Source: an optimization exercise on an open RTL-to-GDS flow (aim: small area, a short achievable clock period and few clock cycles per item). Production flows keep margins and buffers that such runs may drop.
RTL that was checked went through simulation tests only; none was proved equivalent to the original.
Only the layout flow was run in run 2; the RTL was not checked for function there.

==> flow/design.v (outline; a module is shown in full before it is edited, if it fits) <==
// module mul_pipe_unit: 1150 lines
// module fa_cell: 10 lines
// module ha_cell: 9 lines
module mul_pipe_unit #(
    parameter int XLEN   = 32,
    parameter int STAGES = 3,
    parameter int TAG_W  = 5
) (
    input  logic              CLK_0,
    input  logic              RST_0,
    input  logic              in_valid,
    output logic              in_ready,
    input  logic [1:0]        in_op,
    input  logic [XLEN-1:0]   in_a,
    input  logic [XLEN-1:0]   in_b,
    input  logic [TAG_W-1:0]  in_tag,
    output logic              out_valid,
    input  logic              out_ready,
    output logic [XLEN-1:0]   out_result,
    output logic [TAG_W-1:0]  out_tag
);
  // ...
==> flow/flow/run.sh <==
#!/bin/bash
# Own layout flow: the standard ORFS flow with the standard synthesis unchanged;
# the port buffers are plain sky130_fd_sc_hd__buf_2 cells and timing repair aims at the margin below.
# make's full output goes to flow_make.log here; ORFS's per-step logs are under orfs/logs/.
set -euo pipefail
bash standard.sh "BUFFER_PORTS_ARGS=-buffer_cell sky130_fd_sc_hd__buf_2" SETUP_SLACK_MARGIN=5.3 finish > flow_make.log 2>&1
==> flow/standard.sh <==
#!/bin/bash
# synth_recipe.tcl (not shown) runs the flow's synth.tcl, then flattens the netlist and writes it again
# the make line also repeats each setting of config.mk as NAME=value (left out here)
make -C /OpenROAD-flow-scripts/flow DESIGN_CONFIG=/design/flow/config.mk WORK_HOME=/design/flow/orfs CLKGATE_MAP_FILE= SYNTH_SCRIPT=/design/flow/synth_recipe.tcl "${@:-finish}"
==> flow/config.mk <==
export PLATFORM = sky130hd
export DESIGN_NAME = mul_pipe_unit
export DESIGN_NICKNAME = mul_pipe_unit
export VERILOG_FILES = /design/flow/design.v
export SDC_FILE = /design/flow/constraint.sdc
export NUM_CORES = 4
export LEC_CHECK = 0
export ABC_AREA = 1
export CAP_MARGIN = 20
export CORE_MARGIN = 2
export CORE_UTILIZATION = 40
export SLEW_MARGIN = 20
export SYNTH_HIERARCHICAL = 1
==> flow/constraint.sdc <==
create_clock -name core_clock -period 10.0 [get_ports {CLK_0}]
set_input_delay 2.0000 -clock core_clock [delete_from_list [all_inputs] [get_ports {CLK_0}]]
set_output_delay 2.0000 -clock core_clock [all_outputs]
set_load 0.01 [all_outputs]
==> results.toml, run 1 <==
[worst_setup_path]
r2r-end = "y_q[0]"
worstPathMaxFanout = 33
reg2reg_from = "btwo_nq[5]"

[final_layout]
area.growth.synth_to_final_pct = 7.55
drive_gt1_share_pct = 9.68
clkbuf_count = 17
fin_nets = 3724
top_regs = "a_nq: 33 flops, x_q: 32 flops, y_q: 32 flops"
inverters = 212
largest_register_ffs = 33
seq_area_sq_um = 5270
mostFrequentLayoutCells = "xor2_1, o22ai_1, fa_1"
dominant_cells = "multi-input gates"

[global_routing]
grt_pass1_vias = 24700
grt-busiest-layer = "met2"
met2_usage_pct = 41.4
met3_usage_pct = 8.04
grt_overflow_total = 0

[clock_tree]
cts_setup_buffers = 0
cts_root_buf = "clkbuf_16"
cts_tree = "done"
ctsResizeCount = 11

[run_status]
status = "timing/DRC/antenna clean"

[logic_synthesis]
synth.distinct_cells = 32
ys_top_cells_by_area = "fa_1, edfxtp_1, xor2_1, o22ai_1, nand2_1"

[route]
routedWlPerCell_um = 25.2
drt-met1-wl_um = 39500
met3_length_um = 12300
drt.antenna.violating_nets = 0
wirelength_um = 102000

[floorplanning]
die_h_um = 277
start_util_pct = 40.6

[timing]
drv_slew = 0
period_minus_slack_ns = 4.60
tightest_slew_ns = 0.908
Testbench counts, summed over its fixed seeds: cycles 3,216, items 3,200.
==> inputs of run 2 (changes only) <==
--- a/flow/design.v
+++ b/flow/design.v
@@ -1121,36 +1121,36 @@
     fa_cell u_f475 (.a(f363s), .b(f416c), .ci(f417s), .co(f475c), .s(f475s));
     fa_cell u_f476 (.a(f363c), .b(f418s), .ci(f417c), .co(f476c), .s(f476s));
     fa_cell u_f477 (.a(pp[508]), .b(f418c), .ci(f419s), .co(f477c), .s(f477s));
     fa_cell u_f478 (.a(pp[574]), .b(k15), .ci(f419c), .co(f478c), .s(f478s));
     fa_cell u_f479 (.a(ppn[15]), .b(pp[575]), .ci(pp[542]), .co(f479c), .s(f479s));
     logic [63:0] cs_s, cs_c;
     assign cs_s = {f479s, f477c, f477s, f475c, f474c, f474s, f472c, f471c, f470c, f469c, f469s, f468s, f466c, f465c, f464c, f463c, f462c, f461c, f460c, f459c, f458c, f457c, f456c, f455c, f454c, f453c, f452c, f451c, f450c, f449c, f448c, f447c, f446c, f445c, f444c, f443c, f442c, f441c, f440c, f439c, f438c, f437c, f436c, f435c, f434c, f433c, f432c, f431c, f430c, f429c, f428c, f427c, f426c, f425c, f424c, f423c, f422c, f421c, f420c, h29c, h28c, pp[34], pp[1], bneg_q[0]};
     assign cs_c = {f478c, f478s, f476c, f476s, f475s, f473c, f473s, f472s, f471s, f470s, f468c, f467c, f467s, f466s, f465s, f464s, f463s, f462s, f461s, f460s, f459s, f458s, f457s, f456s, f455s, f454s, f453s, f452s, f451s, f450s, f449s, f448s, f447s, f446s, f445s, f444s, f443s, f442s, f441s, f440s, f439s, f438s, f437s, f436s, f435s, f434s, f433s, f432s, f431s, f430s, f429s, f428s, f427s, f426s, f425s, f424s, f423s, f422s, f421s, f420s, h29s, h28s, 1'b0, pp[0]};
-    logic [24:0] low_sum;
-    assign low_sum = {1'b0, cs_s[23:0]} + {1'b0, cs_c[23:0]};
+    logic [26:0] low_sum;
+    assign low_sum = {1'b0, cs_s[25:0]} + {1'b0, cs_c[25:0]};
     logic [31:0]      x_q, y_q;
-    logic [7:0]  lx_q, ly_q;
+    logic [5:0]  lx_q, ly_q;
     logic             lc_q;
     logic [TAG_W-1:0] tag_q2;
     always_ff @(posedge CLK_0) begin
         if (adv) begin
             x_q    <= mul_q1 ? cs_s[31:0] : cs_s[63:32];
             y_q    <= mul_q1 ? cs_c[31:0] : cs_c[63:32];
-            lx_q   <= mul_q1 ? '0 : cs_s[31:24];
-            ly_q   <= mul_q1 ? '0 : cs_c[31:24];
-            lc_q   <= !mul_q1 & low_sum[24];
+            lx_q   <= mul_q1 ? '0 : cs_s[31:26];
+            ly_q   <= mul_q1 ? '0 : cs_c[31:26];
+            lc_q   <= !mul_q1 & low_sum[26];
             tag_q2 <= tag_q1;
         end
     end
-    logic [40:0] fin;
+    logic [38:0] fin;
     assign fin = {x_q, lx_q, 1'b1} + {y_q, ly_q, lc_q};
     assign out_valid  = v2;
-    assign out_result = fin[40:9];
+    assign out_result = fin[38:7];
     assign out_tag    = tag_q2;
 endmodule
 module fa_cell (
     input  logic a,
     input  logic b,
     input  logic ci,
     output logic co,
     output logic s
==> run 2 against run 1 <==
Net effect:
- first-iteration DRC count rose by 5.3%
- count of clock-buffer cells in the layout grew 1
- critical path depth unchanged
- clock skew grew 0.0040 ns
- die area down 0.75%
- register-to-register slack worse by 0.10 ns
- core utilization rose by 1.6 points
- final area is 3.2% higher
- cell count is 0.89% higher
- highest routed layer unchanged
==> results.toml, run 2 <==
[logic_synthesis]
seq_area_frac_synth_pct = 17.4
synth.distinct_cells = 29
syn_area_sq_um = 29500
avgSynthCellArea_sq_um = 9.35
synth_cells = 3157
yosysMostFrequentCell = "xor2_1"
synth_edf_count = 170
ys_warn_count = 7
synth_top_area_share_pct = 32.5
synth_flop_cell = "edfxtp_1"
async_flop_share_pct = 0
synth_fp_nets = 3804
ys_top_cells_by_area = "fa_1, edfxtp_1, xor2_1, o22ai_1, nand2_1"
synth_common_cells = "xor2_1, o22ai_1, fa_1, nand2_1, clkbuf_1"
yosys.area.top_type = "fa_1"
ys_seq_elements = 172

[final_layout]
drive_gt1_share_pct = 12.6
top_regs = "a_nq: 33 flops, x_q: 32 flops, y_q: 32 flops"
fin_nets = 3761
area.growth.synth_to_final_pct = 11.8
final_common_cell = "xor2_1"
mostFrequentLayoutCells = "xor2_1, o22ai_1, fa_1"
nFillCells = 6925
design_area_sq_um = 33000
largest_register_ffs = 33
finalNonFillerCells = 4086
largest_register = "a_nq"

[clock_tree]
htree_levels = 4
cts_root_buf = "clkbuf_16"
cts_made_buffers = 17
cts_hold_buf = 0
clk_pin_slew_ns = 0.07
numClockSinks = 172
clkLatencyLatePin_ns = 0.50
cts_max_path_buffers = 2
cts_tree = "done"

[timing]
max_freq_ghz = 0.213
fin_setup_tns_ns = 0
period_minus_slack_ns = 4.70
setup_violations = 0
post-route-period-util_pct = 47.0
slew_headroom_pct = 38.3
tightest_slew_ns = 0.925
hold_viol = 0
layout_setup_ws_ns = 5.30
drv_slew = 0
rsz0062_at_grt = "yes"
fin_skew_ns = 0.0166

[worst_setup_path]
critPathArrivalTime_ns = 4.89
critPathKind = "flop to flop"
reg2reg_from = "a_nq[27]"
critPathTopFamily = "adder cells"
crit_chain = "buf_6, o22ai_1, xor2_1, fa_1, fa_1, fa_1, fa_1, fa_2, fa_1, inv_1, nor2_1"
start_kind = "flop"
cp_slowest_stage_delay_ns = 0.60
worstPathMaxFanout = 33
path_common_cell = "fa_1"
cp-startpoint = "a_nq[27]"
cpMaxStageDelayCell = "fa_1"
cp.buffers_inverters = 2
endpoint_kind = "flop"
critPathRequiredTime_ns = 10.19

[floorplanning]
rows = 99
core_sq_um = 73000
start_util_pct = 40.5
pin_count = 114
die_x_um = 276
dieArea_sq_um = 76000
die_h_um = 276

[route]
drtPass1Iterations = 6
via_per_inst = 6.05
via_count = 24700
first_iter_violations = 3112
drc = 0
drt.antenna.violating_nets = 0
wirelength_um = 109000
routedWlPerCell_um = 26.6

[place]
io_buffers = 113
dp.cells = 3977
placed_area_sq_um = 30600
globalplace.congestion = 0.974
place_ws_ns = 4.95
dp_hpwl_um = 67200

[global_routing]
antenna_found_initial = 1
grt_pass1_vias = 24800
grt_first_pass_wirelength_um = 155000
grt_max_degree = 78
grt_use_total_pct = 27.5
grt_overflow_total = 0

[run]
maxCapViolCount = 0

[min_path]
min_from = "tag_q1[2]"
hold_class = "flop to flop"

[run_status]
status = "timing/DRC/antenna clean"
## run 2: cell types whose count changed after synthesis, moves of 3 or more
cell / previous run / this run
o21ai_0: 27 / 32
nor3_1: 3 / 14
nand2_2: 13 / 17
buf_1: 8 / 4
a31oi_1: 1 / 4
nor2_2: 6 / 9
edfxtp_1: 174 / 170
nand3_1: 36 / 27
o21bai_1: 6 / 2
clkbuf_1: 280 / 285
nand2_1: 453 / 436
nor2_1: 172 / 147
## run 2: worst reg2reg max path: stages, from the launching register on
cell      delay [ns]
edfxtp_1        0.34
buf_6           0.36
o22ai_1         0.22
xor2_1          0.25
fa_1            0.48
fa_1            0.60
fa_1            0.51
fa_1            0.41
fa_2            0.54
fa_1            0.43
inv_1           0.13
nor2_1          0.10
## run 2: cells by family after synthesis
| family | count (synthesis) | synth area share [%] |
|---|---|---|
| compound gates | 624 | 12.8 |
| xor+xnor | 575 | 17.1 |
| fa+ha+maj | 572 | 36.4 |
| buf+inv | 550 | 7.20 |
| flops | 172 | 17.4 |
| simple gates | 664 | 9.07 |
## run 2: final cells by class
class                           instances  area (sq um)  share of cell area [%]
Multi-Input combinational cell       2435         22500                    68.2
Antenna cell                            1          2.50                 0.00758
Clock inverter                         13           165                   0.500
Timing Repair Buffer                  277          2760                    8.35
Tap cell                              959          1200                    3.63
Clock buffer                           18           429                    1.30
Inverter                              211           796                    2.41
Sequential cell                       172          5140                    15.6
## run 2: worst paths after layout
check	to	slack, ns	cells past startpoint
max	ly_q[5]	5.30	11
min	tag_q2[2]	0.42	0
max reg2reg	ly_q[5]	5.30	11
min reg2reg	tag_q2[2]	0.42	0
## run 2: per-module statistics from Yosys (local to each module, per instance)
module | flip-flops and latches | area, sq um | times used
fa_cell | 0 | 20.0 | 480
ha_cell | 0 | 12.5 | 30
mul_pipe_unit | 172 | 19500 | 1
## run 2: timing repair
| action | 4_1_cts | 5_1_grt |
|---|---|---|
| setup buffers | 9 | 49 |
| setup endpoints to repair | 7 | 25 |
| gates cloned | 0 | 19 |
| pin swaps | 0 | 24 |
| resized for setup | 59 | 186 |
## run 2: through the flow
stage                     hold WS (ns)  utilization [%]
after global placement           0.401             42.0
after detailed placement         0.405             42.0
after floorplan                  0.400                -
after global routing             0.426             45.2
after CTS                        0.423             43.2
final                            0.421             45.2
## run 2: routing by layer
metal	track usage [%]	wire length (um)
met1	35.4	40700
met2	41.3	46800
met5	0	12
met3	9.88	15600
met4	13.0	5580

-- afterwards: timing with drivers on the ports --
The results above use ideal ports. As a check the final layouts listed here were re-extracted and re-timed, cells and wires unchanged. Step 1: set_driving_cell puts a clkbuf_16 on CLK_0 and a buf_2 on each other input, an assumption about the parent block. Step 2 times the ports against the registers' clock, not the clock port: input delays grow and output delays shrink by t, the midpoint of the rising clock arrivals with the driver on. Slacks: ideal ports / drivers / drivers and shift; pairs: ideal ports / drivers.
run | t, ns | setup WS [ns] | hold WS [ns] | slew at the worst register clock pin (ns) | cell pins on the clock port's net
run 1 | 0.556 | 5.404 / 5.355 / 5.404 | 0.421 / 0.421 / 0.421 | 0.08 / 0.08 | 1
run 2 | 0.555 | 5.303 / 5.303 / 5.303 | 0.421 / 0.421 / 0.421 | 0.08 / 0.08 | 1
After both steps every run listed still meets setup and hold.
